What follows belongs to an exercise in optimizing a design on an open flow for small area; a production flow would make more cautious choices.
The RTL was checked by simulation tests, not by an equivalence proof against the original design.
Power figures rest on the tool's default switching activity, not on a simulated workload.

==> flow/config.mk <==
export PLATFORM = sky130hd
export DESIGN_NAME = sram_param
export DESIGN_NICKNAME = sram_param
export VERILOG_FILES = /design/flow/design.v
export SDC_FILE = /design/flow/constraint.sdc
export NUM_CORES = 4
export LEC_CHECK = 0
export CAP_MARGIN = 20
export CORE_MARGIN = 2
export CORE_UTILIZATION = 40
export SLEW_MARGIN = 20
==> flow/design.v <==
package sram_pkg;
   typedef enum logic {
      LIMPIAR,
      ACTIVO
   } estado_e;
   localparam int unsigned MODO_LEER_PRIMERO     = 0;
   localparam int unsigned MODO_ESCRIBIR_PRIMERO = 1;
   function automatic int unsigned ancho_indice(input int unsigned n);
      ancho_indice = (n > 1) ? $clog2(n) : 1;
   endfunction
endpackage
module sram_limpieza
#(
   parameter int unsigned PROFUNDIDAD = 256,
   parameter int unsigned AW          = 8
) (
   input  logic          clk,
   input  logic          rst,
   output logic [AW-1:0] dir_limpieza,
   output logic          limpiando,
   output logic          listo
);
   sram_pkg::estado_e       estado_q, estado_d;
   logic [AW-1:0] cnt_q, cnt_d;
   always_comb begin
      estado_d = estado_q;
      cnt_d    = cnt_q;
      if (estado_q == sram_pkg::LIMPIAR) begin
         if (cnt_q == AW'(PROFUNDIDAD - 1)) begin
            estado_d = sram_pkg::ACTIVO;
            cnt_d    = '0;
         end else begin
            cnt_d = cnt_q + AW'(1);
         end
      end
   end
   always_ff @(posedge clk) begin
      if (rst) begin
         estado_q <= sram_pkg::LIMPIAR;
         cnt_q    <= '0;
      end else begin
         estado_q <= estado_d;
         cnt_q    <= cnt_d;
      end
   end
   assign dir_limpieza = cnt_q;
   assign limpiando    = (estado_q == sram_pkg::LIMPIAR);
   assign listo        = (estado_q == sram_pkg::ACTIVO);
endmodule
module sram_param
#(
   parameter int unsigned               ANCHO_DATO  = 8,
   parameter int unsigned               ANCHO_DIR   = 8,
   parameter int unsigned               PROFUNDIDAD = 2 ** ANCHO_DIR,
   parameter int unsigned               MODO_RW     = 0,
   parameter logic [ANCHO_DATO-1:0]     VALOR_INI   = '0
) (
   input  logic                  Clk,
   input  logic                  Rst,
   input  logic [ANCHO_DIR-1:0]  Dir,
   input  logic [ANCHO_DATO-1:0] Dato_e,
   input  logic                  We,
   input  logic                  En,
   output logic [ANCHO_DATO-1:0] Dato_s,
   output logic                  Valido,
   output logic                  Listo,
   output logic                  Err
);
   localparam int unsigned AW = sram_pkg::ancho_indice(PROFUNDIDAD);
   logic [ANCHO_DATO-1:0] mem [PROFUNDIDAD];
   logic [AW-1:0]         dir_limpieza;
   logic                  limpiando;
   logic                  listo;
   logic [AW-1:0]         dir_idx;
   logic                  en_rango;
   logic [ANCHO_DATO-1:0] palabra;
   logic                  mem_we;
   logic [AW-1:0]         mem_idx;
   logic [ANCHO_DATO-1:0] mem_wdata;
   logic [ANCHO_DATO-1:0] dato_q;
   logic                  valido_q;
   logic                  err_q;
   sram_limpieza #(
      .PROFUNDIDAD (PROFUNDIDAD),
      .AW          (AW)
   ) u_limpieza (
      .clk          (Clk),
      .rst          (Rst),
      .dir_limpieza (dir_limpieza),
      .limpiando    (limpiando),
      .listo        (listo)
   );
   assign dir_idx  = Dir[AW-1:0];
   assign en_rango = (32'(Dir) < PROFUNDIDAD);
   assign palabra  = mem[dir_idx];
   always_comb begin
      mem_we    = 1'b0;
      mem_idx   = dir_idx;
      mem_wdata = Dato_e;
      if (!Rst) begin
         if (limpiando) begin
            mem_we    = 1'b1;
            mem_idx   = dir_limpieza;
            mem_wdata = VALOR_INI;
         end else if (En && We && en_rango) begin
            mem_we = 1'b1;
         end
      end
   end
   always_ff @(posedge Clk) begin
      if (mem_we) begin
         mem[mem_idx] <= mem_wdata;
      end
   end
   always_ff @(posedge Clk) begin
      if (Rst) begin
         dato_q   <= '0;
         valido_q <= 1'b0;
         err_q    <= 1'b0;
      end else begin
         valido_q <= 1'b0;
         err_q    <= 1'b0;
         if (listo && En) begin
            if (en_rango) begin
               valido_q <= 1'b1;
               if (We && (MODO_RW == sram_pkg::MODO_ESCRIBIR_PRIMERO)) begin
                  dato_q <= Dato_e;
               end else begin
                  dato_q <= palabra;
               end
            end else begin
               dato_q <= VALOR_INI;
               err_q  <= 1'b1;
            end
         end
      end
   end
   assign Dato_s = dato_q;
   assign Valido = valido_q;
   assign Listo  = listo;
   assign Err    = err_q;
endmodule
==> flow/constraint.sdc <==
create_clock -name core_clock -period 8.0 [get_ports {Clk}]
set_input_delay 1.6000 -clock core_clock [delete_from_list [all_inputs] [get_ports {Clk}]]
set_output_delay 1.6000 -clock core_clock [all_outputs]
set_load 0.01 [all_outputs]
==> flow/run.sh <==
#!/bin/bash
# synth_recipe.tcl (not shown) runs the flow's synth.tcl, then flattens the netlist and writes it again
# the make line also repeats each setting of config.mk as NAME=value (left out here)
make -C /OpenROAD-flow-scripts/flow DESIGN_CONFIG=/design/flow/config.mk WORK_HOME=/design/flow/orfs CLKGATE_MAP_FILE= SYNTH_SCRIPT=/design/flow/synth_recipe.tcl finish
==> impl_results.md <==
- Outcome: finished clean
- Min-delay worst type: reg2reg
- Period minus WS final: 5.290 ns
- Worst hold stages: 2
- Root buf cell: clkbuf_16
- CTS max path bufs: 3
- DPL Wire Length: 127.2 mm
- Max Slew Vio Count: 0
- CTS tree: done
- Final TNS setup: 0 ns
- Drt wl/cell: 29.82 um
- Final setup vio count: 0
- # hold bufs at CTS: 0
- Commonest non-fill, non-tap cell in the layout: edfxtp_1
- Overflow after GRT: 0
- Register area: 61860 um2
- Adder-Cell Fraction of Synth Area: 0.01542%
- Number of buffers inserted by post-CTS setup repair: 0
- Post-Synth Simple-Gate Area: 3.366%
- Placed instance area: 83950 um2
- Residual DRC: 0
- 1st-iter DRT viols: 4848
- Warnings, synthesis: 2
- Largest net degree at the start of global routing: 173
- Nets: 4144
- Number of antenna-violating nets in the routed design: 0
- Worst r2r path cells: 5
- Yosys cell types: 73
- H-tree depth: 4
- GPL Wtd Cong: 0.9041
- Die area: 206500 um2
- Post-Syn Instances: 4049
- Synth Area in Compound Gates: 3.818%
- Mean Syn Cell Area: 20.04 um2
- GR Util All Layers: 20.00%
- Post-synth ARST share: 0%
- Syn nets: 4070
- Inst Count DP: 6592
- Clock skew: 0.04836 ns
- DRT Wirelength: 207.8 mm
- Worst slew pin tran: 1.118 ns
- Crit path to: mem[178][1]
- Antenna violations before repair: 6
- First-pass GRT wire length: 296.9 mm
- Final worst slack: 2.710 ns
- Via count: 40439
- Num rows: 165
- Pwr/cell area: 244.2 nW/um2
- CTS Buf Count: 201
- Mux contribution to synthesized area: 14.31%
- Worst Path Arrival: 5.74 ns
- RSZ-0062 raised after global routing: false
- Main synth FF type: edfxtp_1
- Required @ worst endpoint: 8.45 ns
- R2R Setup Slk: 3.53 ns
- Proportion of layout cells with a drive suffix above 1: 17.52%
- Max_slew headroom: 25.30%
- I/O Pins: 31
- Skew-Pair Late Insertion Delay: 0.85 ns
- Worst reg2reg endpoint: mem[178][1]
- Layout Utilization: 44.68%
- Worst Path Max Fanout: 27
- Endpoints failing hold: 0
- Fillcell total: 16978
- CTS clock-pin slew for the worst setup and hold paths: 0.06 ns
- Starting Density: 40.19%
- Die Y: 454.4 um
- Fin area: 90210 um2
- Final Total Pwr: 22.03 mW
- DIE WIDTH: 454.4 um
- Main combinational cell family by area after synthesis: multiplexers
- Lkg Pwr: 28.25 nW
- Placement Setup Slack: 1.942 ns
- Synth Area in XOR/XNOR: 0.02159%
- Fin crit share: 66.13%
- Critical path launch point: Rst
- Vias in the first global route: 40433
- Most frequent cells in the layout: 2048 x edfxtp_1, 319 x mux4_2, 294 x nor2_1
- Final hold slack: 0.5951 ns
- Crit path kind: in2reg
- Area Overhead vs Synth: 11.16%
- Synthesized area: 81150 um2
- Layout Cells excl Fill: 6967
- IO buf count: 29
- Achievable frequency: 189.0 MHz
- CTS resizes: 0
- Worst setup SP type: input port
- Critical R2R Launch: u_limpieza.estado_q
- Post-synthesis sequential area ratio: 76.23%
- Crit. End Element: register
- Post-synth EDFFs: 2048
- Core Area: 201900 um2
- DR pass1 iterations: 6
- VDD IR max: 0.1907 mV
- Synth Register Bits: 2066
- MaxCap Viol Count: 0
- Clk sinks: 2066
- Vias per cell: 5.804
- Multi-input logic area: 17540 um2
-- metal layers --
layer	share of wire, %	vias up	wire length [um]	global-route usage (%)
met3	7.5	336	15560	3.977
met2	47	1746	97920	31.04
met1	42	21423	87040	28.25
met5	0.0053	-	11	0
met4	3.5	2	7240	6.954
li1	-	16932	-	-
-- worst min path at each step --
stage / from / end / slack (ns)
floorplan: u_limpieza.cnt_q[7] / u_limpieza.cnt_q[7] / 0.50
finish: u_limpieza.cnt_q[5] / u_limpieza.cnt_q[5] / 0.60
detailed placement: u_limpieza.cnt_q[5] / u_limpieza.cnt_q[5] / 0.58
CTS: u_limpieza.cnt_q[5] / u_limpieza.cnt_q[5] / 0.59
global route: u_limpieza.cnt_q[7] / u_limpieza.cnt_q[7] / 0.63
global placement: u_limpieza.cnt_q[5] / u_limpieza.cnt_q[5] / 0.57
-- Yosys cell counts (47+ instances only) --
master	number	area [um2]
edfxtp_1	2048	61500
nand2_1	145	544.3
a211oi_1	62	465.5
buf_2	75	375.4
a21oi_1	47	235.2
nand3_1	56	280.3
o22ai_1	103	644.4
mux4_1	63	1655
clkbuf_1	70	262.8
mux2i_1	269	2693
mux4_2	319	7184
a22oi_1	84	630.6
nor2_1	296	1111
-- kinds of logic after synthesis --
family | count (synthesis)
flip-flops | 2066
multiplexers | 658
AND/OR/NAND/NOR | 622
AO/OA/AOI/OAI | 447
buffers and inverters | 252
XOR/XNOR | 2
adder cells (fa/ha/maj) | 1
other | 1
-- power by group --
part / switching (mW) / total (mW) / internal, mW
Combinational: 0.711 / 1.03 / 0.320
Sequential: 0.00595 / 11.9 / 11.9
Clock: 4.11 / 9.08 / 4.98
Total: 4.82 / 22.0 / 17.2
-- state kept, by name (all words and copies together) (netlist names) --
register             flops
dato_q                   8
valido_q                 1
u_limpieza.estado_q      1
mem                   2048
u_limpieza.cnt_q         8
-- worst max-delay path: stages --
cell and delay (ns):
clkdlybuf4s50_1 0.40, buf_4 0.21, or2_1 0.63, o31ai_1 1.03
nand3_1 0.67, buf_4 0.44, nor2_1 0.71
-- cell type report --
type                       count  area share, %
clock buffer                 234          5.748
tap                         2672          3.706
timing repair buffer         120          1.326
inverter                       3        0.01248
antenna                        3       0.008322
clock inverter               138          1.178
sequential                  2066          68.58
multi-input combinational   1731          19.45

==> static timing again, ports no longer ideal <==
The results above use ideal ports. As a check the final layout listed here was re-extracted and re-timed, cells and wires unchanged. Step 1, drivers: a clkbuf_16 drives Clk and a buf_2 each remaining input, both assumed. Step 2, shift: input delay + t, output delay - t, t = (earliest + latest rising clock arrival at the registers) / 2. This alone moves slack from input paths to output paths. Slacks: ideal / step 1 / step 2; pairs: ideal / step 1.
shift t [ns]: 0.913
setup WS [ns]: 2.710 / 2.777 / 1.864
worst setup path after step 2: input to register
latest minus earliest clock arrival (ns): 0.050 / 0.050
worst data-port slew with drivers (ns): 0.13
After both steps this run still meets setup and hold. The setup slack of this run moves by +0.067 ns with the drivers and by -0.846 ns with both steps.
